What follows belongs to an exercise in optimizing a design on an open flow for small area, a short achievable clock period and few clock cycles; a production flow would make more cautious choices.
RTL that was checked went through simulation tests only; none was proved equivalent to the original.
Only the layout flow was run in runs 1 and 2; the RTL was not checked for function there.
Power and IR drop assume default switching activity.

[flow/design.v]
module qc_fsm_complex #(
  parameter int unsigned N    = 3,
  parameter int unsigned W    = 16,
  parameter int unsigned FRAC = W - 2
) (
  input  logic         clk,
  input  logic         reset,
  input  logic         load_ready,
  input  logic [W-1:0] load_data,
  input  logic         new_gate,
  output logic [W-1:0] send_data,
  output logic         busy,
  output logic         done,
  output logic         sat
);
  localparam int unsigned Max  = 1 << N;
  localparam int unsigned AccW = 2 * W + N + 1;   
  localparam int unsigned ND   = W / 2;      
  localparam logic [AccW-1:0] KPos    = AccW'((((64'd1 << (2 * ND)) - 64'd1) / 64'd3) << W);
  localparam logic [AccW-1:0] AccInit = (AccW'(1) << (FRAC - 1)) - AccW'(2 * Max) * KPos;
  logic            wait_ack_q;    
  logic            cap;           
  logic            cap_q;         
  logic            ph1_q;         
  logic            ph_load_q, ph_gate_q, ph_drain_q, ph_send_q;
  logic [2*N:0]    cnt_q;         
  logic            ng_q;
  logic            lastw_q;       
  logic            done_q, sat_q;
  logic            part, row_last;
  assign part     = cnt_q[0];
  assign row_last = &cnt_q[2*N:N+1];
  assign cap = load_ready & ~wait_ack_q;
  logic wpart_q, wfirst_q, wlast_q, wrow7_q;
  logic a0_q, a1_q;
  logic r_q;
  logic [W-1:0]       x_q;
  logic [ND-1:0]      one_q, two_q, neg_q;
  logic [2*W-1:0]     pcs_s_q, pcs_c_q;
  logic [AccW-1:0]    acc_a_q, acc_b_q;    
  logic [W-1:0]       send_q;
  logic [2*W-1:0]     s_q [Max];      
  logic [2*W-1:0]     o_q [Max-1];
  logic [2*W-1:0] m_s, m_c;
  qc_mul_cs u_mul (.x(x_q), .one(one_q), .two(two_q), .neg(neg_q), .s(m_s), .c(m_c));
  logic          y_re, y_neg, y_ld;
  logic [W-1:0]  y;
  logic [ND-1:0] y_one, y_two, y_negd;
  assign y_ld  = cap_q | ph1_q;
  assign y_re  = ph_load_q | (cap_q ? part : wpart_q);
  assign y_neg = ~cap_q & ~wpart_q;
  assign y     = y_re ? s_q[0][W-1:0] : s_q[0][2*W-1:W];
  always_comb begin
    for (int i = 0; i < ND; i++) begin
      logic b2, b1, b0;
      b2 = y[2*i+1];
      b1 = y[2*i];
      b0 = (i == 0) ? 1'b0 : y[2*i-1];
      y_one[i]  = b1 ^ b0;
      y_two[i]  = (b2 & ~b1 & ~b0) | (~b2 & b1 & b0);
      y_negd[i] = b2 ^ y_neg;
    end
  end
  logic [AccW-1:0] acc_base, acc_sum;
  assign acc_base = wfirst_q ? AccInit : acc_a_q;
  assign acc_sum  = acc_base + AccW'(pcs_s_q) + AccW'(pcs_c_q);
  logic          ovf_re, ovf_im;
  logic [AccW-1:0] acc_re_q, acc_im_q;
  assign acc_re_q = acc_a_q;
  assign acc_im_q = acc_b_q;
  logic [W-1:0]  res_re, res_im;
  assign ovf_re = ~(&acc_re_q[AccW-1:FRAC+W-1]) & (|acc_re_q[AccW-1:FRAC+W-1]);
  assign ovf_im = ~(&acc_im_q[AccW-1:FRAC+W-1]) & (|acc_im_q[AccW-1:FRAC+W-1]);
  assign res_re = ovf_re ? {acc_re_q[AccW-1], {(W-1){~acc_re_q[AccW-1]}}} : acc_re_q[FRAC+W-1:FRAC];
  assign res_im = ovf_im ? {acc_im_q[AccW-1], {(W-1){~acc_im_q[AccW-1]}}} : acc_im_q[FRAC+W-1:FRAC];
  logic rot_q, ld_im_q, push_o_q, push_s_q, rot_cp;
  assign rot_cp = ph_gate_q & row_last;
  always_ff @(posedge clk or posedge reset) begin
    if (reset) begin
      wait_ack_q <= 1'b0;
      cap_q      <= 1'b0;
      ph1_q      <= 1'b0;
      ph_load_q  <= 1'b1;
      ph_gate_q  <= 1'b0;
      ph_drain_q <= 1'b0;
      ph_send_q  <= 1'b0;
      cnt_q      <= '0;
      lastw_q    <= 1'b0;
      done_q     <= 1'b0;
      a0_q       <= 1'b0;
      a1_q       <= 1'b0;
      r_q        <= 1'b0;
      rot_q      <= 1'b0;
      ld_im_q    <= 1'b0;
      push_o_q   <= 1'b0;
      push_s_q   <= 1'b0;
    end else begin
      if (cap) wait_ack_q <= 1'b1;
      else if (!load_ready) wait_ack_q <= 1'b0;
      cap_q  <= cap;
      ph1_q  <= cap_q & ph_gate_q;
      a0_q   <= cap_q & ph_gate_q;
      a1_q   <= ph1_q;
      r_q    <= a1_q & wlast_q;
      rot_q    <= cap & (ph_load_q ? ~part : (ph_gate_q | ph_send_q) & part);
      ld_im_q  <= cap & ph_load_q & part;
      push_s_q <= a1_q & wlast_q & wrow7_q;
      push_o_q <= (a1_q & wlast_q & ~wrow7_q) | (cap & ph_gate_q & row_last & part);
      done_q <= lastw_q & wait_ack_q & ~load_ready;
      if (cap) lastw_q <= ph_send_q & (cnt_q[N:0] == (N+1)'(2 * Max - 1));
      if (cap_q) begin
        cnt_q <= cnt_q + 1'b1;
        if (ph_load_q) begin
          if (cnt_q[N:0] == (N+1)'(2 * Max - 1)) begin
            cnt_q     <= '0;
            ph_load_q <= 1'b0;
            ph_gate_q <= 1'b1;
          end
        end
        if (ph_gate_q && (&cnt_q) && !ng_q) begin
          ph_gate_q  <= 1'b0;
          ph_drain_q <= 1'b1;
        end
        if (ph_send_q && cnt_q[N:0] == (N+1)'(2 * Max - 1)) begin
          cnt_q     <= '0;
          ph_send_q <= 1'b0;
          ph_load_q <= 1'b1;
        end
      end
      if (ph_drain_q && a1_q) begin
        ph_drain_q <= 1'b0;
        ph_send_q  <= 1'b1;
      end
    end
  end
  always_ff @(posedge clk) begin
    if (cap && ph_send_q) send_q <= part ? s_q[0][2*W-1:W] : s_q[0][W-1:0];
    if (cap_q && ph_load_q && cnt_q[N:0] == '0) sat_q <= 1'b0;
    else if (r_q) sat_q <= sat_q | ovf_re | ovf_im;
    ng_q <= new_gate;
    if (!wait_ack_q) x_q <= load_data;
    if (cap_q) begin
      wpart_q  <= part;
      wfirst_q <= (cnt_q[N:0] == '0);
      wlast_q  <= (cnt_q[N:0] == (N+1)'(2 * Max - 1));
      wrow7_q  <= row_last;
    end
    if (y_ld) begin
      one_q <= y_one;
      two_q <= y_two;
      neg_q <= y_negd;
    end
    pcs_s_q <= m_s;
    pcs_c_q <= m_c;
    if (a0_q | a1_q) begin
      acc_a_q <= acc_b_q;
      acc_b_q <= acc_sum;
    end
    if (rot_q) begin
      for (int i = 0; i < Max - 1; i++) s_q[i] <= s_q[i+1];
      if (ph_load_q)   s_q[Max-1] <= {x_q, x_q};
      else if (rot_cp) s_q[Max-1] <= o_q[0];
      else             s_q[Max-1] <= s_q[0];
    end else if (push_s_q) begin
      s_q[Max-1] <= {res_im, res_re};
    end else if (ld_im_q) begin
      s_q[Max-1][2*W-1:W] <= x_q;
    end
    if (push_o_q) begin
      for (int i = 0; i < Max - 2; i++) o_q[i] <= o_q[i+1];
      o_q[Max-2] <= {res_im, res_re};
    end
  end
  assign send_data = send_q;
  assign busy      = ph_drain_q;
  assign done      = done_q;
  assign sat       = sat_q;
endmodule
module qc_mul_cs (
  input  logic [15:0] x,
  input  logic [7:0]  one,
  input  logic [7:0]  two,
  input  logic [7:0]  neg,
  output logic [31:0] s,
  output logic [31:0] c
);
  wire pp1 = ((one[0] & x[0]) | (two[0] & 1'b0)) ^ neg[0];
  wire pp2 = ((one[0] & x[1]) | (two[0] & x[0])) ^ neg[0];
  wire pp3 = ((one[0] & x[2]) | (two[0] & x[1])) ^ neg[0];
  wire pp4 = ((one[0] & x[3]) | (two[0] & x[2])) ^ neg[0];
  wire pp5 = ((one[0] & x[4]) | (two[0] & x[3])) ^ neg[0];
  wire pp6 = ((one[0] & x[5]) | (two[0] & x[4])) ^ neg[0];
  wire pp7 = ((one[0] & x[6]) | (two[0] & x[5])) ^ neg[0];
  wire pp8 = ((one[0] & x[7]) | (two[0] & x[6])) ^ neg[0];
  wire pp9 = ((one[0] & x[8]) | (two[0] & x[7])) ^ neg[0];
  wire pp10 = ((one[0] & x[9]) | (two[0] & x[8])) ^ neg[0];
  wire pp11 = ((one[0] & x[10]) | (two[0] & x[9])) ^ neg[0];
  wire pp12 = ((one[0] & x[11]) | (two[0] & x[10])) ^ neg[0];
  wire pp13 = ((one[0] & x[12]) | (two[0] & x[11])) ^ neg[0];
  wire pp14 = ((one[0] & x[13]) | (two[0] & x[12])) ^ neg[0];
  wire pp15 = ((one[0] & x[14]) | (two[0] & x[13])) ^ neg[0];
  wire pp16 = ((one[0] & x[15]) | (two[0] & x[14])) ^ neg[0];
  wire pp17 = ~(((one[0] & x[15]) | (two[0] & x[15])) ^ neg[0]);
  wire pp18 = ((one[1] & x[0]) | (two[1] & 1'b0)) ^ neg[1];
  wire pp19 = ((one[1] & x[1]) | (two[1] & x[0])) ^ neg[1];
  wire pp20 = ((one[1] & x[2]) | (two[1] & x[1])) ^ neg[1];
  wire pp21 = ((one[1] & x[3]) | (two[1] & x[2])) ^ neg[1];
  wire pp22 = ((one[1] & x[4]) | (two[1] & x[3])) ^ neg[1];
  wire pp23 = ((one[1] & x[5]) | (two[1] & x[4])) ^ neg[1];
  wire pp24 = ((one[1] & x[6]) | (two[1] & x[5])) ^ neg[1];
  wire pp25 = ((one[1] & x[7]) | (two[1] & x[6])) ^ neg[1];
  wire pp26 = ((one[1] & x[8]) | (two[1] & x[7])) ^ neg[1];
  wire pp27 = ((one[1] & x[9]) | (two[1] & x[8])) ^ neg[1];
  wire pp28 = ((one[1] & x[10]) | (two[1] & x[9])) ^ neg[1];
  wire pp29 = ((one[1] & x[11]) | (two[1] & x[10])) ^ neg[1];
  wire pp30 = ((one[1] & x[12]) | (two[1] & x[11])) ^ neg[1];
  wire pp31 = ((one[1] & x[13]) | (two[1] & x[12])) ^ neg[1];
  wire pp32 = ((one[1] & x[14]) | (two[1] & x[13])) ^ neg[1];
  wire pp33 = ((one[1] & x[15]) | (two[1] & x[14])) ^ neg[1];
  wire pp34 = ~(((one[1] & x[15]) | (two[1] & x[15])) ^ neg[1]);
  wire pp35 = ((one[2] & x[0]) | (two[2] & 1'b0)) ^ neg[2];
  wire pp36 = ((one[2] & x[1]) | (two[2] & x[0])) ^ neg[2];
  wire pp37 = ((one[2] & x[2]) | (two[2] & x[1])) ^ neg[2];
  wire pp38 = ((one[2] & x[3]) | (two[2] & x[2])) ^ neg[2];
  wire pp39 = ((one[2] & x[4]) | (two[2] & x[3])) ^ neg[2];
  wire pp40 = ((one[2] & x[5]) | (two[2] & x[4])) ^ neg[2];
  wire pp41 = ((one[2] & x[6]) | (two[2] & x[5])) ^ neg[2];
  wire pp42 = ((one[2] & x[7]) | (two[2] & x[6])) ^ neg[2];
  wire pp43 = ((one[2] & x[8]) | (two[2] & x[7])) ^ neg[2];
  wire pp44 = ((one[2] & x[9]) | (two[2] & x[8])) ^ neg[2];
  wire pp45 = ((one[2] & x[10]) | (two[2] & x[9])) ^ neg[2];
  wire pp46 = ((one[2] & x[11]) | (two[2] & x[10])) ^ neg[2];
  wire pp47 = ((one[2] & x[12]) | (two[2] & x[11])) ^ neg[2];
  wire pp48 = ((one[2] & x[13]) | (two[2] & x[12])) ^ neg[2];
  wire pp49 = ((one[2] & x[14]) | (two[2] & x[13])) ^ neg[2];
  wire pp50 = ((one[2] & x[15]) | (two[2] & x[14])) ^ neg[2];
  wire pp51 = ~(((one[2] & x[15]) | (two[2] & x[15])) ^ neg[2]);
  wire pp52 = ((one[3] & x[0]) | (two[3] & 1'b0)) ^ neg[3];
  wire pp53 = ((one[3] & x[1]) | (two[3] & x[0])) ^ neg[3];
  wire pp54 = ((one[3] & x[2]) | (two[3] & x[1])) ^ neg[3];
  wire pp55 = ((one[3] & x[3]) | (two[3] & x[2])) ^ neg[3];
  wire pp56 = ((one[3] & x[4]) | (two[3] & x[3])) ^ neg[3];
  wire pp57 = ((one[3] & x[5]) | (two[3] & x[4])) ^ neg[3];
  wire pp58 = ((one[3] & x[6]) | (two[3] & x[5])) ^ neg[3];
  wire pp59 = ((one[3] & x[7]) | (two[3] & x[6])) ^ neg[3];
  wire pp60 = ((one[3] & x[8]) | (two[3] & x[7])) ^ neg[3];
  wire pp61 = ((one[3] & x[9]) | (two[3] & x[8])) ^ neg[3];
  wire pp62 = ((one[3] & x[10]) | (two[3] & x[9])) ^ neg[3];
  wire pp63 = ((one[3] & x[11]) | (two[3] & x[10])) ^ neg[3];
  wire pp64 = ((one[3] & x[12]) | (two[3] & x[11])) ^ neg[3];
  wire pp65 = ((one[3] & x[13]) | (two[3] & x[12])) ^ neg[3];
  wire pp66 = ((one[3] & x[14]) | (two[3] & x[13])) ^ neg[3];
  wire pp67 = ((one[3] & x[15]) | (two[3] & x[14])) ^ neg[3];
  wire pp68 = ~(((one[3] & x[15]) | (two[3] & x[15])) ^ neg[3]);
  wire pp69 = ((one[4] & x[0]) | (two[4] & 1'b0)) ^ neg[4];
  wire pp70 = ((one[4] & x[1]) | (two[4] & x[0])) ^ neg[4];
  wire pp71 = ((one[4] & x[2]) | (two[4] & x[1])) ^ neg[4];
  wire pp72 = ((one[4] & x[3]) | (two[4] & x[2])) ^ neg[4];
  wire pp73 = ((one[4] & x[4]) | (two[4] & x[3])) ^ neg[4];
  wire pp74 = ((one[4] & x[5]) | (two[4] & x[4])) ^ neg[4];
  wire pp75 = ((one[4] & x[6]) | (two[4] & x[5])) ^ neg[4];
  wire pp76 = ((one[4] & x[7]) | (two[4] & x[6])) ^ neg[4];
  wire pp77 = ((one[4] & x[8]) | (two[4] & x[7])) ^ neg[4];
  wire pp78 = ((one[4] & x[9]) | (two[4] & x[8])) ^ neg[4];
  wire pp79 = ((one[4] & x[10]) | (two[4] & x[9])) ^ neg[4];
  wire pp80 = ((one[4] & x[11]) | (two[4] & x[10])) ^ neg[4];
  wire pp81 = ((one[4] & x[12]) | (two[4] & x[11])) ^ neg[4];
  wire pp82 = ((one[4] & x[13]) | (two[4] & x[12])) ^ neg[4];
  wire pp83 = ((one[4] & x[14]) | (two[4] & x[13])) ^ neg[4];
  wire pp84 = ((one[4] & x[15]) | (two[4] & x[14])) ^ neg[4];
  wire pp85 = ~(((one[4] & x[15]) | (two[4] & x[15])) ^ neg[4]);
  wire pp86 = ((one[5] & x[0]) | (two[5] & 1'b0)) ^ neg[5];
  wire pp87 = ((one[5] & x[1]) | (two[5] & x[0])) ^ neg[5];
  wire pp88 = ((one[5] & x[2]) | (two[5] & x[1])) ^ neg[5];
  wire pp89 = ((one[5] & x[3]) | (two[5] & x[2])) ^ neg[5];
  wire pp90 = ((one[5] & x[4]) | (two[5] & x[3])) ^ neg[5];
  wire pp91 = ((one[5] & x[5]) | (two[5] & x[4])) ^ neg[5];
  wire pp92 = ((one[5] & x[6]) | (two[5] & x[5])) ^ neg[5];
  wire pp93 = ((one[5] & x[7]) | (two[5] & x[6])) ^ neg[5];
  wire pp94 = ((one[5] & x[8]) | (two[5] & x[7])) ^ neg[5];
  wire pp95 = ((one[5] & x[9]) | (two[5] & x[8])) ^ neg[5];
  wire pp96 = ((one[5] & x[10]) | (two[5] & x[9])) ^ neg[5];
  wire pp97 = ((one[5] & x[11]) | (two[5] & x[10])) ^ neg[5];
  wire pp98 = ((one[5] & x[12]) | (two[5] & x[11])) ^ neg[5];
  wire pp99 = ((one[5] & x[13]) | (two[5] & x[12])) ^ neg[5];
  wire pp100 = ((one[5] & x[14]) | (two[5] & x[13])) ^ neg[5];
  wire pp101 = ((one[5] & x[15]) | (two[5] & x[14])) ^ neg[5];
  wire pp102 = ~(((one[5] & x[15]) | (two[5] & x[15])) ^ neg[5]);
  wire pp103 = ((one[6] & x[0]) | (two[6] & 1'b0)) ^ neg[6];
  wire pp104 = ((one[6] & x[1]) | (two[6] & x[0])) ^ neg[6];
  wire pp105 = ((one[6] & x[2]) | (two[6] & x[1])) ^ neg[6];
  wire pp106 = ((one[6] & x[3]) | (two[6] & x[2])) ^ neg[6];
  wire pp107 = ((one[6] & x[4]) | (two[6] & x[3])) ^ neg[6];
  wire pp108 = ((one[6] & x[5]) | (two[6] & x[4])) ^ neg[6];
  wire pp109 = ((one[6] & x[6]) | (two[6] & x[5])) ^ neg[6];
  wire pp110 = ((one[6] & x[7]) | (two[6] & x[6])) ^ neg[6];
  wire pp111 = ((one[6] & x[8]) | (two[6] & x[7])) ^ neg[6];
  wire pp112 = ((one[6] & x[9]) | (two[6] & x[8])) ^ neg[6];
  wire pp113 = ((one[6] & x[10]) | (two[6] & x[9])) ^ neg[6];
  wire pp114 = ((one[6] & x[11]) | (two[6] & x[10])) ^ neg[6];
  wire pp115 = ((one[6] & x[12]) | (two[6] & x[11])) ^ neg[6];
  wire pp116 = ((one[6] & x[13]) | (two[6] & x[12])) ^ neg[6];
  wire pp117 = ((one[6] & x[14]) | (two[6] & x[13])) ^ neg[6];
  wire pp118 = ((one[6] & x[15]) | (two[6] & x[14])) ^ neg[6];
  wire pp119 = ~(((one[6] & x[15]) | (two[6] & x[15])) ^ neg[6]);
  wire pp120 = ((one[7] & x[0]) | (two[7] & 1'b0)) ^ neg[7];
  wire pp121 = ((one[7] & x[1]) | (two[7] & x[0])) ^ neg[7];
  wire pp122 = ((one[7] & x[2]) | (two[7] & x[1])) ^ neg[7];
  wire pp123 = ((one[7] & x[3]) | (two[7] & x[2])) ^ neg[7];
  wire pp124 = ((one[7] & x[4]) | (two[7] & x[3])) ^ neg[7];
  wire pp125 = ((one[7] & x[5]) | (two[7] & x[4])) ^ neg[7];
  wire pp126 = ((one[7] & x[6]) | (two[7] & x[5])) ^ neg[7];
  wire pp127 = ((one[7] & x[7]) | (two[7] & x[6])) ^ neg[7];
  wire pp128 = ((one[7] & x[8]) | (two[7] & x[7])) ^ neg[7];
  wire pp129 = ((one[7] & x[9]) | (two[7] & x[8])) ^ neg[7];
  wire pp130 = ((one[7] & x[10]) | (two[7] & x[9])) ^ neg[7];
  wire pp131 = ((one[7] & x[11]) | (two[7] & x[10])) ^ neg[7];
  wire pp132 = ((one[7] & x[12]) | (two[7] & x[11])) ^ neg[7];
  wire pp133 = ((one[7] & x[13]) | (two[7] & x[12])) ^ neg[7];
  wire pp134 = ((one[7] & x[14]) | (two[7] & x[13])) ^ neg[7];
  wire pp135 = ((one[7] & x[15]) | (two[7] & x[14])) ^ neg[7];
  wire pp136 = ~(((one[7] & x[15]) | (two[7] & x[15])) ^ neg[7]);
  wire hs137 = pp11 ^ pp26;
  wire hc138 = pp11 & pp26;
  wire hs139 = pp12 ^ pp27;
  wire hc140 = pp12 & pp27;
  wire fs141 = pp13 ^ pp28 ^ pp43;
  wire fc142 = (pp13 & pp28) | (pp43 & (pp13 ^ pp28));
  wire hs143 = pp58 ^ pp73;
  wire hc144 = pp58 & pp73;
  wire fs145 = pp14 ^ pp29 ^ pp44;
  wire fc146 = (pp14 & pp29) | (pp44 & (pp14 ^ pp29));
  wire hs147 = pp59 ^ pp74;
  wire hc148 = pp59 & pp74;
  wire fs149 = pp15 ^ pp30 ^ pp45;
  wire fc150 = (pp15 & pp30) | (pp45 & (pp15 ^ pp30));
  wire fs151 = pp60 ^ pp75 ^ pp90;
  wire fc152 = (pp60 & pp75) | (pp90 & (pp60 ^ pp75));
  wire hs153 = pp105 ^ pp120;
  wire hc154 = pp105 & pp120;
  wire fs155 = pp16 ^ pp31 ^ pp46;
  wire fc156 = (pp16 & pp31) | (pp46 & (pp16 ^ pp31));
  wire fs157 = pp61 ^ pp76 ^ pp91;
  wire fc158 = (pp61 & pp76) | (pp91 & (pp61 ^ pp76));
  wire hs159 = pp106 ^ pp121;
  wire hc160 = pp106 & pp121;
  wire fs161 = pp17 ^ pp32 ^ pp47;
  wire fc162 = (pp17 & pp32) | (pp47 & (pp17 ^ pp32));
  wire fs163 = pp62 ^ pp77 ^ pp92;
  wire fc164 = (pp62 & pp77) | (pp92 & (pp62 ^ pp77));
  wire hs165 = pp107 ^ pp122;
  wire hc166 = pp107 & pp122;
  wire fs167 = pp33 ^ pp48 ^ pp63;
  wire fc168 = (pp33 & pp48) | (pp63 & (pp33 ^ pp48));
  wire fs169 = pp78 ^ pp93 ^ pp108;
  wire fc170 = (pp78 & pp93) | (pp108 & (pp78 ^ pp93));
  wire fs171 = pp34 ^ pp49 ^ pp64;
  wire fc172 = (pp34 & pp49) | (pp64 & (pp34 ^ pp49));
  wire hs173 = pp79 ^ pp94;
  wire hc174 = pp79 & pp94;
  wire fs175 = pp50 ^ pp65 ^ pp80;
  wire fc176 = (pp50 & pp65) | (pp80 & (pp50 ^ pp65));
  wire hs177 = pp51 ^ pp66;
  wire hc178 = pp51 & pp66;
  wire hs179 = pp7 ^ pp22;
  wire hc180 = pp7 & pp22;
  wire hs181 = pp8 ^ pp23;
  wire hc182 = pp8 & pp23;
  wire fs183 = pp9 ^ pp24 ^ pp39;
  wire fc184 = (pp9 & pp24) | (pp39 & (pp9 ^ pp24));
  wire hs185 = pp54 ^ pp69;
  wire hc186 = pp54 & pp69;
  wire fs187 = pp10 ^ pp25 ^ pp40;
  wire fc188 = (pp10 & pp25) | (pp40 & (pp10 ^ pp25));
  wire hs189 = pp55 ^ pp70;
  wire hc190 = pp55 & pp70;
  wire fs191 = hs137 ^ pp41 ^ pp56;
  wire fc192 = (hs137 & pp41) | (pp56 & (hs137 ^ pp41));
  wire fs193 = pp71 ^ pp86 ^ neg[5];
  wire fc194 = (pp71 & pp86) | (neg[5] & (pp71 ^ pp86));
  wire fs195 = hs139 ^ pp42 ^ pp57;
  wire fc196 = (hs139 & pp42) | (pp57 & (hs139 ^ pp42));
  wire fs197 = pp72 ^ pp87 ^ hc138;
  wire fc198 = (pp72 & pp87) | (hc138 & (pp72 ^ pp87));
  wire fs199 = fs141 ^ hs143 ^ pp88;
  wire fc200 = (fs141 & hs143) | (pp88 & (fs141 ^ hs143));
  wire fs201 = pp103 ^ neg[6] ^ hc140;
  wire fc202 = (pp103 & neg[6]) | (hc140 & (pp103 ^ neg[6]));
  wire fs203 = fs145 ^ hs147 ^ pp89;
  wire fc204 = (fs145 & hs147) | (pp89 & (fs145 ^ hs147));
  wire fs205 = pp104 ^ fc142 ^ hc144;
  wire fc206 = (pp104 & fc142) | (hc144 & (pp104 ^ fc142));
  wire fs207 = fs149 ^ fs151 ^ hs153;
  wire fc208 = (fs149 & fs151) | (hs153 & (fs149 ^ fs151));
  wire fs209 = neg[7] ^ fc146 ^ hc148;
  wire fc210 = (neg[7] & fc146) | (hc148 & (neg[7] ^ fc146));
  wire fs211 = fs155 ^ fs157 ^ hs159;
  wire fc212 = (fs155 & fs157) | (hs159 & (fs155 ^ fs157));
  wire fs213 = fc150 ^ fc152 ^ hc154;
  wire fc214 = (fc150 & fc152) | (hc154 & (fc150 ^ fc152));
  wire fs215 = fs161 ^ fs163 ^ hs165;
  wire fc216 = (fs161 & fs163) | (hs165 & (fs161 ^ fs163));
  wire fs217 = fc156 ^ fc158 ^ hc160;
  wire fc218 = (fc156 & fc158) | (hc160 & (fc156 ^ fc158));
  wire fs219 = fs167 ^ fs169 ^ pp123;
  wire fc220 = (fs167 & fs169) | (pp123 & (fs167 ^ fs169));
  wire fs221 = fc162 ^ fc164 ^ hc166;
  wire fc222 = (fc162 & fc164) | (hc166 & (fc162 ^ fc164));
  wire fs223 = fs171 ^ hs173 ^ pp109;
  wire fc224 = (fs171 & hs173) | (pp109 & (fs171 ^ hs173));
  wire fs225 = pp124 ^ fc168 ^ fc170;
  wire fc226 = (pp124 & fc168) | (fc170 & (pp124 ^ fc168));
  wire fs227 = fs175 ^ pp95 ^ pp110;
  wire fc228 = (fs175 & pp95) | (pp110 & (fs175 ^ pp95));
  wire fs229 = pp125 ^ fc172 ^ hc174;
  wire fc230 = (pp125 & fc172) | (hc174 & (pp125 ^ fc172));
  wire fs231 = hs177 ^ pp81 ^ pp96;
  wire fc232 = (hs177 & pp81) | (pp96 & (hs177 ^ pp81));
  wire fs233 = pp111 ^ pp126 ^ fc176;
  wire fc234 = (pp111 & pp126) | (fc176 & (pp111 ^ pp126));
  wire fs235 = pp67 ^ pp82 ^ pp97;
  wire fc236 = (pp67 & pp82) | (pp97 & (pp67 ^ pp82));
  wire fs237 = pp112 ^ pp127 ^ hc178;
  wire fc238 = (pp112 & pp127) | (hc178 & (pp112 ^ pp127));
  wire fs239 = pp68 ^ pp83 ^ pp98;
  wire fc240 = (pp68 & pp83) | (pp98 & (pp68 ^ pp83));
  wire hs241 = pp113 ^ pp128;
  wire hc242 = pp113 & pp128;
  wire fs243 = pp84 ^ pp99 ^ pp114;
  wire fc244 = (pp84 & pp99) | (pp114 & (pp84 ^ pp99));
  wire hs245 = pp85 ^ pp100;
  wire hc246 = pp85 & pp100;
  wire hs247 = pp5 ^ pp20;
  wire hc248 = pp5 & pp20;
  wire hs249 = pp6 ^ pp21;
  wire hc250 = pp6 & pp21;
  wire fs251 = hs179 ^ pp37 ^ pp52;
  wire fc252 = (hs179 & pp37) | (pp52 & (hs179 ^ pp37));
  wire fs253 = hs181 ^ pp38 ^ pp53;
  wire fc254 = (hs181 & pp38) | (pp53 & (hs181 ^ pp38));
  wire fs255 = fs183 ^ hs185 ^ neg[4];
  wire fc256 = (fs183 & hs185) | (neg[4] & (fs183 ^ hs185));
  wire fs257 = fs187 ^ hs189 ^ fc184;
  wire fc258 = (fs187 & hs189) | (fc184 & (fs187 ^ hs189));
  wire fs259 = fs191 ^ fs193 ^ fc188;
  wire fc260 = (fs191 & fs193) | (fc188 & (fs191 ^ fs193));
  wire fs261 = fs195 ^ fs197 ^ fc192;
  wire fc262 = (fs195 & fs197) | (fc192 & (fs195 ^ fs197));
  wire fs263 = fs199 ^ fs201 ^ fc196;
  wire fc264 = (fs199 & fs201) | (fc196 & (fs199 ^ fs201));
  wire fs265 = fs203 ^ fs205 ^ fc200;
  wire fc266 = (fs203 & fs205) | (fc200 & (fs203 ^ fs205));
  wire fs267 = fs207 ^ fs209 ^ fc204;
  wire fc268 = (fs207 & fs209) | (fc204 & (fs207 ^ fs209));
  wire fs269 = fs211 ^ fs213 ^ fc208;
  wire fc270 = (fs211 & fs213) | (fc208 & (fs211 ^ fs213));
  wire fs271 = fs215 ^ fs217 ^ fc212;
  wire fc272 = (fs215 & fs217) | (fc212 & (fs215 ^ fs217));
  wire fs273 = fs219 ^ fs221 ^ fc216;
  wire fc274 = (fs219 & fs221) | (fc216 & (fs219 ^ fs221));
  wire fs275 = fs223 ^ fs225 ^ fc220;
  wire fc276 = (fs223 & fs225) | (fc220 & (fs223 ^ fs225));
  wire fs277 = fs227 ^ fs229 ^ fc224;
  wire fc278 = (fs227 & fs229) | (fc224 & (fs227 ^ fs229));
  wire fs279 = fs231 ^ fs233 ^ fc228;
  wire fc280 = (fs231 & fs233) | (fc228 & (fs231 ^ fs233));
  wire fs281 = fs235 ^ fs237 ^ fc232;
  wire fc282 = (fs235 & fs237) | (fc232 & (fs235 ^ fs237));
  wire fs283 = fs239 ^ hs241 ^ fc236;
  wire fc284 = (fs239 & hs241) | (fc236 & (fs239 ^ hs241));
  wire fs285 = fs243 ^ pp129 ^ fc240;
  wire fc286 = (fs243 & pp129) | (fc240 & (fs243 ^ pp129));
  wire fs287 = hs245 ^ pp115 ^ pp130;
  wire fc288 = (hs245 & pp115) | (pp130 & (hs245 ^ pp115));
  wire fs289 = pp101 ^ pp116 ^ pp131;
  wire fc290 = (pp101 & pp116) | (pp131 & (pp101 ^ pp116));
  wire hs291 = pp102 ^ pp117;
  wire hc292 = pp102 & pp117;
  wire hs293 = pp3 ^ pp18;
  wire hc294 = pp3 & pp18;
  wire hs295 = pp4 ^ pp19;
  wire hc296 = pp4 & pp19;
  wire fs297 = hs247 ^ pp35 ^ neg[2];
  wire fc298 = (hs247 & pp35) | (neg[2] & (hs247 ^ pp35));
  wire fs299 = hs249 ^ pp36 ^ hc248;
  wire fc300 = (hs249 & pp36) | (hc248 & (hs249 ^ pp36));
  wire fs301 = fs251 ^ neg[3] ^ hc250;
  wire fc302 = (fs251 & neg[3]) | (hc250 & (fs251 ^ neg[3]));
  wire fs303 = fs253 ^ hc180 ^ fc252;
  wire fc304 = (fs253 & hc180) | (fc252 & (fs253 ^ hc180));
  wire fs305 = fs255 ^ hc182 ^ fc254;
  wire fc306 = (fs255 & hc182) | (fc254 & (fs255 ^ hc182));
  wire fs307 = fs257 ^ hc186 ^ fc256;
  wire fc308 = (fs257 & hc186) | (fc256 & (fs257 ^ hc186));
  wire fs309 = fs259 ^ hc190 ^ fc258;
  wire fc310 = (fs259 & hc190) | (fc258 & (fs259 ^ hc190));
  wire fs311 = fs261 ^ fc194 ^ fc260;
  wire fc312 = (fs261 & fc194) | (fc260 & (fs261 ^ fc194));
  wire fs313 = fs263 ^ fc198 ^ fc262;
  wire fc314 = (fs263 & fc198) | (fc262 & (fs263 ^ fc198));
  wire fs315 = fs265 ^ fc202 ^ fc264;
  wire fc316 = (fs265 & fc202) | (fc264 & (fs265 ^ fc202));
  wire fs317 = fs267 ^ fc206 ^ fc266;
  wire fc318 = (fs267 & fc206) | (fc266 & (fs267 ^ fc206));
  wire fs319 = fs269 ^ fc210 ^ fc268;
  wire fc320 = (fs269 & fc210) | (fc268 & (fs269 ^ fc210));
  wire fs321 = fs271 ^ fc214 ^ fc270;
  wire fc322 = (fs271 & fc214) | (fc270 & (fs271 ^ fc214));
  wire fs323 = fs273 ^ fc218 ^ fc272;
  wire fc324 = (fs273 & fc218) | (fc272 & (fs273 ^ fc218));
  wire fs325 = fs275 ^ fc222 ^ fc274;
  wire fc326 = (fs275 & fc222) | (fc274 & (fs275 ^ fc222));
  wire fs327 = fs277 ^ fc226 ^ fc276;
  wire fc328 = (fs277 & fc226) | (fc276 & (fs277 ^ fc226));
  wire fs329 = fs279 ^ fc230 ^ fc278;
  wire fc330 = (fs279 & fc230) | (fc278 & (fs279 ^ fc230));
  wire fs331 = fs281 ^ fc234 ^ fc280;
  wire fc332 = (fs281 & fc234) | (fc280 & (fs281 ^ fc234));
  wire fs333 = fs283 ^ fc238 ^ fc282;
  wire fc334 = (fs283 & fc238) | (fc282 & (fs283 ^ fc238));
  wire fs335 = fs285 ^ hc242 ^ fc284;
  wire fc336 = (fs285 & hc242) | (fc284 & (fs285 ^ hc242));
  wire fs337 = fs287 ^ fc244 ^ fc286;
  wire fc338 = (fs287 & fc244) | (fc286 & (fs287 ^ fc244));
  wire fs339 = fs289 ^ hc246 ^ fc288;
  wire fc340 = (fs289 & hc246) | (fc288 & (fs289 ^ hc246));
  wire fs341 = hs291 ^ pp132 ^ fc290;
  wire fc342 = (hs291 & pp132) | (fc290 & (hs291 ^ pp132));
  wire fs343 = pp118 ^ pp133 ^ hc292;
  wire fc344 = (pp118 & pp133) | (hc292 & (pp118 ^ pp133));
  wire hs345 = pp119 ^ pp134;
  wire hc346 = pp119 & pp134;
  assign s = {1'b0, pp136, pp135, hs345, fs343, fs341, fs339, fs337, fs335, fs333, fs331, fs329, fs327, fs325, fs323, fs321, fs319, fs317, fs315, fs313, fs311, fs309, fs307, fs305, fs303, fs301, fs299, fs297, hs295, hs293, pp2, pp1};
  assign c = {1'b0, 1'b0, hc346, fc344, fc342, fc340, fc338, fc336, fc334, fc332, fc330, fc328, fc326, fc324, fc322, fc320, fc318, fc316, fc314, fc312, fc310, fc308, fc306, fc304, fc302, fc300, fc298, hc296, hc294, neg[1], 1'b0, neg[0]};
endmodule
[flow/flow/run.sh]
#!/bin/bash
# The standard layout (standard.sh: standard synthesis, floorplan, place, CTS, route),
# with two changes to how it is made: the port buffers are buf_4 cells instead of the
# resizer's default pick (a delay cell), and timing repair aims at a setup slack margin
# well past zero, so that the layout runs faster than the clock period asks for.
# The clock period, SDC and all other settings are the standard flow's.
set -euo pipefail
cd "$(dirname "$0")/.."
export BUFFER_PORTS_ARGS="-buffer_cell sky130_fd_sc_hd__buf_4"
export SETUP_SLACK_MARGIN="${QC_SETUP_MARGIN:-8.9}"
export TNS_END_PERCENT=100
bash standard.sh > make_standard.log 2>&1
[flow/standard.sh]
#!/bin/bash
# synth_recipe.tcl (not shown) runs the flow's synth.tcl, then flattens the netlist and writes it again
# the make line also repeats each setting of config.mk as NAME=value (left out here)
make -C /OpenROAD-flow-scripts/flow DESIGN_CONFIG=/design/flow/config.mk WORK_HOME=/design/flow/orfs CLKGATE_MAP_FILE= SYNTH_SCRIPT=/design/flow/synth_recipe.tcl "${@:-finish}"
[flow/config.mk]
export PLATFORM = sky130hd
export DESIGN_NAME = qc_fsm_complex
export DESIGN_NICKNAME = qc_fsm_complex
export VERILOG_FILES = /design/flow/design.v
export SDC_FILE = /design/flow/constraint.sdc
export NUM_CORES = 4
export LEC_CHECK = 0
export ABC_AREA = 1
export CAP_MARGIN = 20
export CORE_MARGIN = 2
export CORE_UTILIZATION = 70
export CTS_BUF_LIST = sky130_fd_sc_hd__clkbuf_16
export CTS_CLUSTER_DIAMETER = 90
export CTS_CLUSTER_SIZE = 24
export PLACE_DENSITY = 0.75
export SLEW_MARGIN = 20
[flow/constraint.sdc]
create_clock -name core_clock -period 12.5 [get_ports {clk}]
set_input_delay 2.5000 -clock core_clock [delete_from_list [all_inputs] [get_ports {clk}]]
set_output_delay 2.5000 -clock core_clock [all_outputs]
set_load 0.01 [all_outputs]
==> results of run 1 <==
-- how the worst max path moves through the flow --
stage                from      endpoint  cells past startpoint
2_1_floorplan  load_ready     send_q[0]                      2
3_3_place_gp      x_q[13]   pcs_s_q[13]                     10
3_5_place_dp   load_ready     send_q[0]                      3
4_1_cts         send_q[1]  send_data[1]                      1
5_1_grt         send_q[9]  send_data[9]                      1
6_report        send_q[0]  send_data[0]                      1
-- layer usage --
layer | up-vias | GRT usage [%]
li1 | 8116 | -
met1 | 9081 | 44.8
met2 | 1132 | 58.0
met3 | 223 | 5.24
met4 | 0 | 14.7
met5 | - | 0
-- per-stage QoR --
step | hold slack, ns | util (%)
after global placement | 0.378 | 72.4
after detailed placement | 0.404 | 72.4
after global routing | 0.422 | 77.2
after floorplan | 0.343 | -
after CTS | 0.412 | 75.5
final | 0.406 | 77.2
-- final cells by class --
type	instances	area [µm²]
Sequential cell	696	20200
Fill cell	2577	9810
Multi-Input combinational cell	1256	8780
Timing Repair Buffer	143	1200
Inverter	291	1190
Clock buffer	36	901
Tap cell	585	732
Clock inverter	30	184
Timing Repair inverter	3	15.0
-- repair_timing --
item | in CTS | in global routing
setup buffers | 17 | 76
gates cloned | 0 | 3
endpoints found under the hold margin | 0 | 0
resized for setup | 20 | 27
endpoints found under the setup margin | 30 | 38
-- report_power, final --
| part | internal [mW] | total, mW | switching, mW | leakage, nW |
|---|---|---|---|---|
| sequential | 2.73 | 2.86 | 0.132 | 6.33 |
| clock | 0.547 | 1.30 | 0.749 | 0.610 |
| combinational | 0.962 | 2.69 | 1.72 | 5.89 |
| total | 4.24 | 6.84 | 2.60 | 12.8 |
-- state kept, by name (all words and copies together) (netlist names), 7 cells and up, named ones only --
signal   count
send_q      16
acc_b_q     36
pcs_s_q     31
one_q        8
x_q         16
neg_q        8
two_q        8
o_q        224
cnt_q        7
pcs_c_q     29
acc_a_q     36
s_q        256
-- logic make-up after synthesis --
| logic type | Yosys count | share of synthesized area, % |
|---|---|---|
| XOR/XNOR | 171 | 4.93 |
| AO/OA/AOI/OAI | 330 | 6.42 |
| buffers and inverters | 372 | 4.81 |
| flip-flops | 696 | 66.3 |
| adder cells (fa/ha/maj) | 168 | 9.66 |
| AND/OR/NAND/NOR | 587 | 7.86 |
-- placed cells by master, fill, tap and decap left out, types with 14 or more instances in the layout --
cell and n:
dfrtp_1 19, dfxtp_1 62, o21a_1 15, clkbuf_16 36, buf_4 120, a21oi_1 60
o21ai_0 97, fa_1 111, inv_1 278, ha_1 57, nand3_1 66, xor2_1 168
o22ai_1 120, nor2_1 109, edfxtp_1 611, nand2_1 371, clkinvlp_4 26, nor3_1 14
buf_6 19
==> flow_summary.toml, run 1 <==
[status]
status = "no timing/DRC/antenna violations"

[drt]
ant_nets = 0
viasPerCell = 6.10
met2WireLength_mm = 37.5
top_layer = "met4"
vias = 18600
drt-met1-wl_mm = 28.5
drtIter0Drc = 2530
firstDrtPassIters = 7
wire_per_inst_um = 25.1
wl_met3_mm = 6.45
drc_errors = 0
wirelength_mm = 76.3

[synth]
syn-num-nets = 2512
ys_seq_area_share_pct = 66.3
yosysMostFrequentCell = "edfxtp_1"
synth_top_area_cell = "edfxtp_1"
async_flop_share_pct = 3.16
ys_top_cells_by_count = "611 x edfxtp_1, 372 x nand2_1, 282 x inv_1"
netlist_instances = 2324
ys.warnings.count = 3
synth_seq_cells = 696
netlist_area_um2 = 30400
yosysTopAreaCellShare_pct = 60.4
synth_top_flop_cell = "edfxtp_1"
yosys-top-cells-area = "edfxtp_1 60%, fa_1 7.3%, xor2_1 4.8%"
synth_edf_count = 611
synth_cell_type_count = 49
syn_area_per_cell_um2 = 13.1

[floorplanning]
start_util_pct = 70.7
io_pins = 39
die_x_um = 212
die_h_um = 212
core_area_um2 = 43000
std_cell_rows = 76
die_area_um2 = 45100

[pwr]
leakage_nw = 12.8
total_power_mw = 6.84
power.density_nw_per_um2 = 206
vdd_drop_max_mv = 0.227

[clock_tree]
cts_tree = "built"
clockBufferDepth = 3
cts_buffers = 36
ctsHoldBuffers = 0
root_buffer = "clkbuf_16"
htreeDepth = 2
cts.sinks = 696
clk_latency_ns = 0.60
clk_pin_slew_ns = 0.09

[sta]
post-route-min-period_ns = 3.69
rsz0062_at_grt = "yes"
hold_violations = 0
setup_ws_ns = 8.81
max_freq_mhz = 271
drv_slew = 0
final.setup.tns_ns = 0
fin_crit_sh_pct = 29.5
slew-limit-headroom_pct = 30.9
worst-slew-pin-transition_ns = 1.04
skew_ns = 0.0337
setup_viol_count_final = 0

[worst_setup_path]
start_kind = "flip-flop"
r2r_start = "x_q[8]"
path_buf_inv = 1
worst_path_max_delay_cell = "edfxtp_1"
worst-setup-path-type = "flip-flop to output port"
path_max_fanout = 1
worst_r2r_path_depth = 9
crit_chain = "buf_6"
worst_setup_path_end_kind = "output port"
cpLargestDelayFamily = "flip-flops"
reg2reg_to = "pcs_s_q[17]"
required_ns = 10.00
cp.arrival_ns = 1.19
reg2reg_slack_ns = 8.93
max_stage_delay_ns = 0.44

[placed_design]
place_congestion = 0.909
placed_cells = 2877
numPortBuffers = 38
place_area_um2 = 31100
dpl.hpwl_mm = 49.3
pre_cts_ws_ns = 8.71

[min_path]
hold_class = "flip-flop to flip-flop"
whs_endpoint = "o_q[1][2]"
hold_path_depth = 0
hold_start = "o_q[2][2]"

[grt]
overflow = 0
grt_pass1_vias = 18200
grt_pass1_wl_mm = 111
grt_max_degree = 87
grtUsageTotal_pct = 34.3
grt_antenna_before_repair = 0

[finish]
areaGrowthSynthToFinish_pct = 9.13
antennaDiodeCount = 0
fin_nets = 2615
fin_cells = 3040
design_area_um2 = 33200
drive_above_1_share_pct = 10.5

[flow_run]
maxCapViolations = 0
==> run 2, diff against run 1 <==
--- a/flow/config.mk
+++ b/flow/config.mk
@@ -7,6 +7,5 @@
 export LEC_CHECK = 0
-export ABC_AREA = 1
 export CAP_MARGIN = 20
 export CORE_MARGIN = 2
-export CORE_UTILIZATION = 70
+export CORE_UTILIZATION = 80
 export CTS_BUF_LIST = sky130_fd_sc_hd__clkbuf_16
@@ -14,3 +13,3 @@
 export CTS_CLUSTER_SIZE = 24
-export PLACE_DENSITY = 0.75
+export PLACE_DENSITY = 0.85
 export SLEW_MARGIN = 20
==> run 2 against run 1 <==
Net effect: still clean on timing, DRC and antenna; global-route usage increased by 6.4 points; cell area increased by 2.0%; cell count decreased by 12%; first-iteration DRC count increased by 28%; die area decreased by 12%.
==> flow_summary.toml, run 2 <==
[grt]
grt_pass1_wl_mm = 115
grt_max_degree = 189
overflow = 0
grt_pass1_vias = 18300
grtUsageTotal_pct = 40.7
grt_antenna_before_repair = 2

[finish]
fin_nets = 2322
largest_reg_flops = 256
top_register = "s_q"
areaGrowthSynthToFinish_pct = 11.4
design_area_um2 = 33800
top_regs = "s_q: 256 flops, o_q: 224 flops"
layout_commonest_cell = "edfxtp_1"
fin_cells = 2663
layout_common_cells = "611 x edfxtp_1, 141 x inv_1, 129 x buf_4"
fin_util_pct = 90.2
drive_above_1_share_pct = 17.6
fillers = 1276
antennaDiodeCount = 0

[floorplanning]
die_area_um2 = 39500
die_h_um = 199
die_x_um = 199
io_pins = 39
core_area_um2 = 37500
std_cell_rows = 71
start_util_pct = 81.0

[sta]
fin_hold_ws_ns = 0.396
post-route-min-period_ns = 3.87
worst-slew-pin-transition_ns = 1.19
max_freq_mhz = 259
final.setup.tns_ns = 0
drv_slew = 0
fin_crit_sh_pct = 30.9
setup_ws_ns = 8.63
slew-limit-headroom_pct = 20.6
skew_ns = 0.0758
setup_viol_count_final = 0
rsz0062_at_grt = "yes"
hold_violations = 0

[placed_design]
place_congestion = 0.951
pre_cts_ws_ns = 8.59
place_area_um2 = 30900
dpl.hpwl_mm = 43.6
placed_cells = 2481
numPortBuffers = 38

[clock_tree]
clk_pin_slew_ns = 0.12
clk_latency_ns = 0.64
htreeDepth = 2
root_buffer = "clkbuf_16"
cts_tree = "built"
clockBufferDepth = 3
ctsHoldBuffers = 0
cts.sinks = 696
cts_buffers = 35

[synth]
synth_cell_type_count = 67
yosysMostFrequentCell = "edfxtp_1"
ys_top_cells_by_count = "611 x edfxtp_1, 129 x inv_1, 121 x a22oi_1"
netlist_area_um2 = 30400
async_flop_share_pct = 3.16
ys_seq_area_share_pct = 66.4
synth_edf_count = 611
synth_top_flop_cell = "edfxtp_1"
synth_top_area_cell = "edfxtp_1"
yosys-top-cells-area = "edfxtp_1 60%, fa_1 7.3%, dfxtp_1 4.2%"
netlist_instances = 2058
ys.warnings.count = 3
syn_area_per_cell_um2 = 14.8
yosysTopAreaCellShare_pct = 60.4
syn-num-nets = 2246
synth_seq_cells = 696

[worst_setup_path]
worst_r2r_path_depth = 7
cp.arrival_ns = 4.46
path_max_fanout = 18
worst-setup-path-type = "flip-flop to flip-flop"
worst_setup_path_end_kind = "flip-flop"
required_ns = 13.10
start_kind = "flip-flop"

[pwr]
vdd_drop_max_mv = 0.317
total_power_mw = 7.56
leakage_nw = 12.2
power.density_nw_per_um2 = 223

[status]
status = "no timing/DRC/antenna violations"

[flow_run]
maxCapViolations = 0

[min_path]
hold_class = "flip-flop to flip-flop"
hold_path_depth = 0

[drt]
wirelength_mm = 85.5
drc_errors = 0
drtIter0Drc = 3247
ant_nets = 0
viasPerCell = 7.27
wire_per_inst_um = 32.1
firstDrtPassIters = 13
vias = 19400
==> run 2: cell types whose count changed in the layout (fill, tap and decap cells not counted), sizes merged, moves of 26 or more <==
cell	change
nand2	-280
inv	-145
a22oi	+120
o22ai	-118
xnor2	+101
xor2	-82
o21ai	-59
mux2	+37
buf	+34
clkinvlp	-29
nand2b	+26
==> run 2: cell families (layout without fill, tap and decap cells) <==
kind of cell             after synthesis  in the layout  share of synthesized area [%]
flip-flops                           696            696                           66.4
AO/OA/AOI/OAI                        355            355                           8.13
AND/OR/NAND/NOR                      330            330                           5.12
buffers and inverters                269            363                           3.39
XOR/XNOR                             190            190                           5.48
adder cells (fa/ha/maj)              168            168                           9.67
multiplexers                          50             50                           1.81
==> run 2: path summary, 6_finish.rpt <==
kind	slack [ns]	from	to
min reg2reg	0.40	s_q[5][0]	s_q[4][0]
min	0.40	s_q[5][0]	s_q[4][0]
max reg2reg	8.63	x_q[3]	pcs_s_q[14]
min in group asynchronous	2.07	reset	done_q
max in group asynchronous	9.80	reset	push_o_q
max	8.63	x_q[3]	pcs_s_q[14]
==> run 2: power breakdown <==
| part | internal [mW] | switching, mW |
|---|---|---|
| logic | 1.51 | 1.90 |
| clock network | 0.535 | 0.756 |
| registers | 2.73 | 0.121 |
| total | 4.78 | 2.78 |
==> run 2: layer usage <==
metal	GRT usage (%)	up-vias	share of wire, %
met1	53.5	9178	31
met3	12.5	583	15
met2	65.3	2105	46
met5	0	-	0
li1	-	7484	-
met4	14.5	0	7.6
==> run 2: area by class of cell <==
type | count | area (µm²) | area share (%)
sequential | 696 | 20200 | 59.6
multi-input combinational | 1093 | 9750 | 28.8
timing repair buffer | 178 | 1770 | 5.22
clock buffer | 36 | 901 | 2.66
tap | 511 | 639 | 1.89
inverter | 130 | 490 | 1.45
clock inverter | 19 | 109 | 0.322
==> run 2: critical path, cell delays in order (launching register included) <==
cell      delay (ns)
edfxtp_1        0.79
a22oi_1         0.60
xor2_1          0.32
fa_1            0.52
fa_1            0.53
inv_1           0.06
fa_1            0.51
fa_1            0.55
==> run 2: timing repair <==
item / 4_1_cts / 5_1_grt
setup buffers: 56 / 67
setup endpoints to repair: 51 / 127
pin swaps: 17 / 45
cloned: 2 / 1
hold endpoints to repair: 0 / 0
resized for setup: 58 / 92
==> run 3, diff against run 2 <==
--- a/flow/design.v
+++ b/flow/design.v
@@ -33,3 +33,3 @@
   assign cap = load_ready & ~wait_ack_q;
-  logic wpart_q, wfirst_q, wlast_q, wrow7_q;
+  logic wfirst_q, wlast_q, wrow7_q;
   logic a0_q, a1_q;
@@ -45,8 +45,7 @@
   qc_mul_cs u_mul (.x(x_q), .one(one_q), .two(two_q), .neg(neg_q), .s(m_s), .c(m_c));
-  logic          y_re, y_neg, y_ld;
+  logic          y_re, y_neg;
   logic [W-1:0]  y;
   logic [ND-1:0] y_one, y_two, y_negd;
-  assign y_ld  = cap_q | ph1_q;
-  assign y_re  = ph_load_q | (cap_q ? part : wpart_q);
-  assign y_neg = ~cap_q & ~wpart_q;
+  assign y_re  = cap_q ? part : ~part;
+  assign y_neg = ~cap_q & part;
   assign y     = y_re ? s_q[0][W-1:0] : s_q[0][2*W-1:W];
@@ -142,3 +141,2 @@
     if (cap_q) begin
-      wpart_q  <= part;
       wfirst_q <= (cnt_q[N:0] == '0);
@@ -147,7 +145,5 @@
     end
-    if (y_ld) begin
-      one_q <= y_one;
-      two_q <= y_two;
-      neg_q <= y_negd;
-    end
+    one_q <= y_one;
+    two_q <= y_two;
+    neg_q <= y_negd;
     pcs_s_q <= m_s;
--- a/flow/config.mk
+++ b/flow/config.mk
@@ -9,3 +9,3 @@
 export CORE_MARGIN = 2
-export CORE_UTILIZATION = 80
+export CORE_UTILIZATION = 70
 export CTS_BUF_LIST = sky130_fd_sc_hd__clkbuf_16
@@ -13,3 +13,4 @@
 export CTS_CLUSTER_SIZE = 24
-export PLACE_DENSITY = 0.85
+export GPL_TIMING_DRIVEN = 1
+export PLACE_DENSITY = 0.75
 export SLEW_MARGIN = 20
==> run 3 against run 2 <==
Net effect: synthesized cell count is 1.0% higher; total power is 11% higher; area after synthesis is 0.62% lower; clock skew is 0.045 ns lower; register-to-register slack better by 0.27 ns; routed wire length is 26% lower; count of clock-buffer cells in the layout is 2 higher; cell area is 2.8% lower; first-iteration DRC count is 46% lower; setup slack better by 0.25 ns; largest power group unchanged; highest routed layer unchanged.
==> flow_summary.toml, run 3 <==
[synth]
yosysMostFrequentCell = "edfxtp_1"
async_flop_share_pct = 3.17
synth_edf_count = 587
netlist_instances = 2079
syn_area_per_cell_um2 = 14.5
syn-num-nets = 2268
ys_top_cells_by_count = "587 x edfxtp_1, 154 x nand2_1, 134 x inv_1"
synth_top_flop_cell = "edfxtp_1"
ys_seq_area_share_pct = 65.9
yosys-top-cells-area = "edfxtp_1 58%, fa_1 7.4%, dfxtp_1 5.7%"
synth_top_area_cell = "edfxtp_1"
netlist_area_um2 = 30200
ys.warnings.count = 3
yosysTopAreaCellShare_pct = 58.4
synth_cell_type_count = 71
synth_seq_cells = 695

[floorplanning]
die_area_um2 = 44800
core_area_um2 = 42800
die_h_um = 212
std_cell_rows = 76
start_util_pct = 70.5
io_pins = 39
die_x_um = 212

[clock_tree]
clk_latency_ns = 0.59
cts.sinks = 695
cts_buffers = 36
cts_tree = "built"
htreeDepth = 2
clk_pin_slew_ns = 0.09
ctsHoldBuffers = 0
clockBufferDepth = 3
root_buffer = "clkbuf_16"

[worst_setup_path]
crit_chain = "buf_6"
path_buf_inv = 1
worst-setup-path-type = "flip-flop to output port"
required_ns = 10.00
reg2reg_slack_ns = 8.90
cp.arrival_ns = 1.11
reg2reg_to = "acc_b_q[34]"
r2r_start = "wfirst_q"
start_kind = "flip-flop"
worst_setup_path_end_kind = "output port"
path_max_fanout = 1
worst_path_max_delay_cell = "edfxtp_1"
cpLargestDelayFamily = "flip-flops"
worst_r2r_path_depth = 12
max_stage_delay_ns = 0.40

[finish]
top_regs = "s_q: 256 flops, o_q: 224 flops"
fin_nets = 2286
multiInputGateArea_um2 = 9580
antennaDiodeCount = 0
register_area_um2 = 19900
largest_reg_flops = 256
layout_commonest_cell = "edfxtp_1"
top_register = "s_q"
layout_common_cells = "587 x edfxtp_1, 155 x inv_1, 154 x nand2_1"
fin_cells = 2671
fillers = 2523
drive_above_1_share_pct = 13.2
areaGrowthSynthToFinish_pct = 8.93

[drt]
firstDrtPassIters = 5
wire_per_inst_um = 23.7
drtIter0Drc = 1745
ant_nets = 0
viasPerCell = 6.16
drc_errors = 0
vias = 16400
wirelength_mm = 63.3

[placed_design]
place_congestion = 0.926
numPortBuffers = 38
dpl.hpwl_mm = 40.4
placed_cells = 2541

[sta]
fin_crit_sh_pct = 28.9
rsz0062_at_grt = "yes"
slew-limit-headroom_pct = 32.0
max_freq_mhz = 277
hold_violations = 0
drv_slew = 0
setup_viol_count_final = 0
worst-slew-pin-transition_ns = 1.02
post-route-min-period_ns = 3.61
skew_ns = 0.0304
final.setup.tns_ns = 0

[min_path]
whs_endpoint = "a1_q"
hold_class = "flip-flop to flip-flop"
hold_path_depth = 0
hold_start = "a0_q"

[grt]
grt_antenna_before_repair = 0
grtUsageTotal_pct = 28.9
grt_pass1_vias = 16100
grt_pass1_wl_mm = 95.6
overflow = 0
grt_max_degree = 87

[flow_run]
maxCapViolations = 0

[pwr]
leakage_nw = 12.1
power.density_nw_per_um2 = 255
vdd_drop_max_mv = 0.231

[status]
status = "no timing/DRC/antenna violations"
## run 3: changes by cell type after synthesis, sizes merged, moves of 9 or more
cell / previous run / this run
a211o: 1 / 14
a211oi: 24 / 12
a21o: 22 / 32
a21oi: 76 / 64
a31o: 15 / 3
dfxtp: 63 / 86
edfxtp: 611 / 587
mux2: 37 / 25
nand2: 94 / 154
nand2b: 26 / 12
nor2: 87 / 62
o21a: 2 / 18
o21ai: 60 / 51
## run 3: layer usage
metal  vias up  GRT usage [%]  wire, µm
li1       7430              -         -
met1      8169           43.7     27100
met2       736           42.9     28700
met3       111           5.98      5850
met4         0           8.94      1630
met5         -              0         0
## run 3: through the flow
step           power, mW  instance area, µm²  utilization, %  setup WS, ns  hold slack, ns
2_1_floorplan       5.64               30200               -          8.91           0.329
3_3_place_gp        6.46               30800            71.9          8.72           0.359
3_5_place_dp        6.61               30800            71.9          8.64           0.376
4_1_cts             8.01               32300            75.4          8.86           0.403
5_1_grt             9.00               32900            76.8          8.76           0.411
6_report            8.39               32900            76.8          8.89           0.403
## run 3: cells by family after synthesis
group | after synthesis | synth area share (%)
compound gates | 369 | 8.75
flops | 695 | 65.9
buf+inv | 273 | 3.40
fa+ha+maj | 169 | 9.77
mux | 38 | 1.36
xor+xnor | 186 | 5.40
simple gates | 349 | 5.37
## run 3: final cells by class
class                           instances  area share, %
Clock inverter                         28          0.495
Sequential cell                       695           60.6
Multi-Input combinational cell       1111           29.1
Inverter                              135           1.55
Tap cell                              546           2.08
Timing Repair Buffer                  118           3.23
Clock buffer                           38           2.89
## run 3: worst max path at each step
stage,endpoint,cells past startpoint,from
floorplan,acc_b_q[29],12,wfirst_q
global placement,acc_b_q[34],12,wfirst_q
detailed placement,acc_b_q[34],12,wfirst_q
CTS,send_data[11],1,send_q[11]
global route,acc_b_q[34],12,wfirst_q
finish,send_data[12],1,send_q[12]
## run 3: timing repair
action,in CTS,in global routing
pin swaps,4,22
setup buffers,31,28
setup endpoints to repair,46,47
gates resized for setup,33,74
cloned,1,1
## run 3: where the power goes
group	switching, mW	total (mW)	internal [mW]	leakage (nW)
Sequential	0.202	2.99	2.78	6.30
Combinational	2.25	4.13	1.88	5.17
Clock	0.709	1.28	0.567	0.622
Testbench counts of run 3, summed over its fixed seeds: cycles 66,240.
==> run 4, diff against run 3 <==
--- a/flow/config.mk
+++ b/flow/config.mk
@@ -13,3 +13,2 @@
 export CTS_CLUSTER_SIZE = 24
-export GPL_TIMING_DRIVEN = 1
 export PLACE_DENSITY = 0.75
==> run 4 against run 3 <==
Net effect: non-clock buffer count is the same; cell count unchanged; sequential cell count is the same; critical endpoint unchanged; largest power group unchanged; core utilization stayed put.
==> flow_summary.toml, run 4 <==
[synth]
syn-num-nets = 2268
synth_seq_cells = 695
ys_top_cells_by_count = "587 x edfxtp_1, 154 x nand2_1, 134 x inv_1"
ys_seq_area_share_pct = 65.9
async_flop_share_pct = 3.17
yosysTopAreaCellShare_pct = 58.4
syn_area_per_cell_um2 = 14.5
synth_top_flop_cell = "edfxtp_1"
yosys-top-cells-area = "edfxtp_1 58%, fa_1 7.4%, dfxtp_1 5.7%"
synth_top_area_cell = "edfxtp_1"
netlist_instances = 2079
yosysMostFrequentCell = "edfxtp_1"
ys.warnings.count = 3
netlist_area_um2 = 30200
synth_cell_type_count = 71
synth_edf_count = 587

[finish]
areaGrowthSynthToFinish_pct = 8.93
top_regs = "s_q: 256 flops, o_q: 224 flops"
layout_common_cells = "587 x edfxtp_1, 155 x inv_1, 154 x nand2_1"
drive_above_1_share_pct = 13.2
fillers = 2523
top_register = "s_q"
layout_commonest_cell = "edfxtp_1"
antennaDiodeCount = 0
fin_nets = 2286
register_area_um2 = 19900
largest_reg_flops = 256
multiInputGateArea_um2 = 9580
design_area_um2 = 32900

[drt]
wire_per_inst_um = 23.7
ant_nets = 0
drc_errors = 0
wirelength_mm = 63.3
vias = 16400
firstDrtPassIters = 5
drtIter0Drc = 1745
viasPerCell = 6.16

[floorplanning]
die_x_um = 212
core_area_um2 = 42800
die_area_um2 = 44800
std_cell_rows = 76
start_util_pct = 70.5
io_pins = 39
die_h_um = 212

[sta]
post-route-min-period_ns = 3.61
max_freq_mhz = 277
drv_slew = 0
final.setup.tns_ns = 0
skew_ns = 0.0304
setup_viol_count_final = 0
fin_crit_sh_pct = 28.9
hold_violations = 0
slew-limit-headroom_pct = 32.0
rsz0062_at_grt = "yes"
worst-slew-pin-transition_ns = 1.02

[placed_design]
dpl.hpwl_mm = 40.4
place_congestion = 0.926
place_area_um2 = 30800
numPortBuffers = 38

[worst_setup_path]
worst-setup-path-type = "flip-flop to output port"
max_stage_delay_ns = 0.40
cp.arrival_ns = 1.11
cpLargestDelayFamily = "flip-flops"
worst_path_max_delay_cell = "edfxtp_1"
worst_setup_path_end_kind = "output port"
path_buf_inv = 1
required_ns = 10.00
start_kind = "flip-flop"
path_max_fanout = 1
crit_chain = "buf_6"

[grt]
overflow = 0
grt_pass1_wl_mm = 95.6
grtUsageTotal_pct = 28.9
grt_max_degree = 87
grt_antenna_before_repair = 0
grt_pass1_vias = 16100

[pwr]
total_power_mw = 8.39
swShare_pct = 37.7
vdd_drop_max_mv = 0.231
combPwrFrac_pct = 49.2
leakage_nw = 12.1
seqPwrFrac_pct = 35.6
switching_power_mw = 3.16
power.density_nw_per_um2 = 255
p_int_mw = 5.23
clock_power_share_pct = 15.2

[clock_tree]
cts_buffers = 36
htreeDepth = 2
ctsHoldBuffers = 0
clk_latency_ns = 0.59
cts.sinks = 695
clk_pin_slew_ns = 0.09
clockBufferDepth = 3
root_buffer = "clkbuf_16"
cts_tree = "built"

[flow_run]
maxCapViolations = 0

[status]
status = "no timing/DRC/antenna violations"

[min_path]
hold_class = "flip-flop to flip-flop"
==> run 4: cell counts after synthesis <==
Identical to the previous run, type by type.
==> run 4: routing by layer <==
metal | track usage (%) | wire, µm
met5 | 0 | 0
met4 | 8.94 | 1630
met3 | 5.98 | 5850
met2 | 42.9 | 28700
met1 | 43.7 | 27100
==> run 4: repair_timing <==
action | CTS | global route
gates cloned | 1 | 1
pin swaps | 4 | 22
buffers inserted | 31 | 28
gates resized for setup | 33 | 74
setup endpoints to repair | 46 | 47
==> run 4: cell families after synthesis <==
logic type,share of synthesized area (%)
DFF,65.9
AOI/OAI and AO/OA,8.75
and+or+nand+nor,5.37
buffers and inverters,3.40
xor gates and xnor gates,5.40
adders and majority gates,9.77
muxes,1.36
==> run 4: through the flow <==
stage	util, %	hold WS [ns]	std cells	worst slack [ns]
final	76.8	0.403	2671	8.89
after global routing	76.8	0.411	2671	8.76
after CTS	75.4	0.403	2639	8.86
after detailed placement	71.9	0.376	2541	8.64
after global placement	71.9	0.359	2541	8.72
after floorplan	-	0.329	2079	8.91
==> run 4: final cells by class <==
type	count	area share [%]
Clock buffer	38	2.89
Inverter	135	1.55
Tap cell	546	2.08
Sequential cell	695	60.6
Multi-Input combinational cell	1111	29.1
Clock inverter	28	0.495
Timing Repair Buffer	118	3.23
==> run 4: final timing paths <==
path	start	to	slack [ns]	cells past startpoint
max	send_q[12]	send_data[12]	8.89	1
min	a0_q	a1_q	0.40	0
max reg2reg	wfirst_q	acc_b_q[34]	8.90	12
min reg2reg	a0_q	a1_q	0.40	0
max in group asynchronous	reset	push_o_q	9.78	2
min in group asynchronous	reset	done_q	2.09	2
==> run 4: power by group through the flow <==
stage | registers [mW] | clock network, mW | logic [mW]
6_report | 2.99 | 1.28 | 4.13
5_1_grt | 3.00 | 1.37 | 4.63
4_1_cts | 2.98 | 1.30 | 3.73
3_5_place_dp | 3.03 | 0 | 3.58
3_3_place_gp | 3.04 | 0 | 3.42
2_1_floorplan | 2.89 | 0 | 2.75
==> run 5, diff against run 4 <==
--- a/flow/config.mk
+++ b/flow/config.mk
@@ -9,3 +9,3 @@
 export CORE_MARGIN = 2
-export CORE_UTILIZATION = 70
+export CORE_UTILIZATION = 60
 export CTS_BUF_LIST = sky130_fd_sc_hd__clkbuf_16
@@ -13,3 +13,3 @@
 export CTS_CLUSTER_SIZE = 24
-export PLACE_DENSITY = 0.75
+export PLACE_DENSITY = 0.7
 export SLEW_MARGIN = 20
==> run 5 against run 4 <==
Net effect: still clean; non-clock buffer count up 10; cell count is 5.2% higher; global-route usage shrank 4.1 points; register-to-register slack about the same; sequential power hardly changed; critical path type unchanged; largest power group unchanged.
==> flow_summary.toml, run 5 <==
[status]
status = "no timing/DRC/antenna violations"

[synth]
yosysTopAreaCellShare_pct = 58.4
synthSimpleGateAreaFrac_pct = 5.37
ys_seq_area_share_pct = 65.9
synth-xor-area-share_pct = 5.40
yosys.area_share.adder_pct = 9.77
synth_top_family_by_area = "adder cells"
synthMuxAreaShare_pct = 1.36
ys_top_cells_by_count = "587 x edfxtp_1, 154 x nand2_1, 134 x inv_1"
ys.warnings.count = 3
netlist_instances = 2079
syn-num-nets = 2268
synth_edf_count = 587
syn_area_per_cell_um2 = 14.5
synth_top_area_cell = "edfxtp_1"
yosys-top-cells-area = "edfxtp_1 58%, fa_1 7.4%, dfxtp_1 5.7%"
yosysMostFrequentCell = "edfxtp_1"

[finish]
top_register = "s_q"
design_area_um2 = 33200
areaGrowthSynthToFinish_pct = 9.94
layout_common_cells = "587 x edfxtp_1, 154 x nand2_1, 152 x inv_1"
largest_reg_flops = 256
top_regs = "s_q: 256 flops, o_q: 224 flops"
antennaDiodeCount = 0
fillers = 3473
drive_above_1_share_pct = 13.9

[clock_tree]
clk_pin_slew_ns = 0.09
cts_buffers = 38
htreeDepth = 2
ctsHoldBuffers = 0
root_buffer = "clkbuf_16"
cts.sinks = 695

[floorplanning]
die_x_um = 228
core_area_um2 = 49900
std_cell_rows = 82
die_h_um = 228
io_pins = 39

[min_path]
hold_class = "flip-flop to flip-flop"

[sta]
fin_crit_sh_pct = 29.0
drv_slew = 0
rsz0062_at_grt = "yes"
worst-slew-pin-transition_ns = 1.07
slew-limit-headroom_pct = 28.5
post-route-min-period_ns = 3.63
max_freq_mhz = 275

[pwr]
power.density_nw_per_um2 = 259
leakage_nw = 12.1
vdd_drop_max_mv = 0.231

[worst_setup_path]
start_kind = "flip-flop"
required_ns = 10.00
cpLargestDelayFamily = "flip-flops"
startpoint = "send_q[10]"
max_stage_delay_ns = 0.41
cp.depth = 1
r2r_start = "wfirst_q"
worst_setup_path_end_kind = "output port"
worst_path_max_delay_cell = "edfxtp_1"
worst-setup-path-type = "flip-flop to output port"

[drt]
vias = 16600
ant_nets = 0
drc_errors = 0
wirelength_mm = 63.8
firstDrtPassIters = 6
wire_per_inst_um = 22.7

[grt]
grt_max_degree = 83
grt_pass1_vias = 16400
grt_antenna_before_repair = 0

[flow_run]
maxCapViolations = 0

[placed_design]
place_congestion = 0.920
place_area_um2 = 30900
dpl.hpwl_mm = 40.9
run 5: cell counts after synthesis:
No cell type changed its count.
run 5: how the worst min path moves through the flow:
stage | startpoint | endpoint | slack [ns] | cells past startpoint
after floorplan | neg_q[0] | pcs_c_q[0] | 0.33 | 0
after global placement | a0_q | a1_q | 0.36 | 0
after detailed placement | a0_q | a1_q | 0.37 | 0
after CTS | a0_q | a1_q | 0.39 | 0
after global routing | a0_q | a1_q | 0.42 | 0
final | a0_q | a1_q | 0.40 | 0
run 5: cells by family (layout without fill, tap and decap cells):
| family | count (synthesis) | count (layout) |
|---|---|---|
| adders and majority gates | 169 | 169 |
| and+or+nand+nor | 349 | 349 |
| muxes | 38 | 38 |
| AOI/OAI and AO/OA | 369 | 369 |
| xor gates and xnor gates | 186 | 186 |
| buffers and inverters | 273 | 331 |
| DFF | 695 | 695 |
run 5: area by class of cell:
type	count	area (µm²)	share of cell area [%]
clock buffers	38	951	2.87
clock inverters	30	208	0.626
inverters	135	509	1.53
multi-input cells	1111	9590	28.9
flip-flops and latches	695	19900	60.1
well taps	672	841	2.53
repair buffers	128	1150	3.47
run 5: power breakdown:
part           internal, mW  switching (mW)  leakage [nW]
sequential             2.78           0.183          6.30
clock                 0.579           0.740         0.628
combinational          1.93            2.38          5.21
run 5: metal layers:
metal	wire [µm]	track usage, %
met1	28300	37.4
met2	28200	36.4
met3	5450	5.03
met4	1900	8.31
met5	0	0
run 5: stage by stage:
stage | total power [mW] | worst slack (ns) | utilization, %
2_1_floorplan | 5.64 | 8.91 | -
3_3_place_gp | 6.61 | 8.69 | 62.1
3_5_place_dp | 6.72 | 8.58 | 62.1
4_1_cts | 8.32 | 8.82 | 65.6
5_1_grt | 9.21 | 8.82 | 66.5
6_report | 8.60 | 8.87 | 66.5
run 5: what timing repair did:
item / CTS / global route
setup endpoints to repair: 52 / 47
setup buffers: 42 / 25
gates resized for setup: 49 / 58
pin swaps: 17 / 24
cloned: 1 / 0
hold endpoints to repair: 0 / 0

Re-timed with assumed drivers on the ports (clkbuf_16 on the clock, buf_2 on other inputs), run 5 has 8.812 ns of setup slack against 8.870 ns with ideal ports, and 8.667 ns once port delays also move by the mid clock arrival of 0.630 ns.
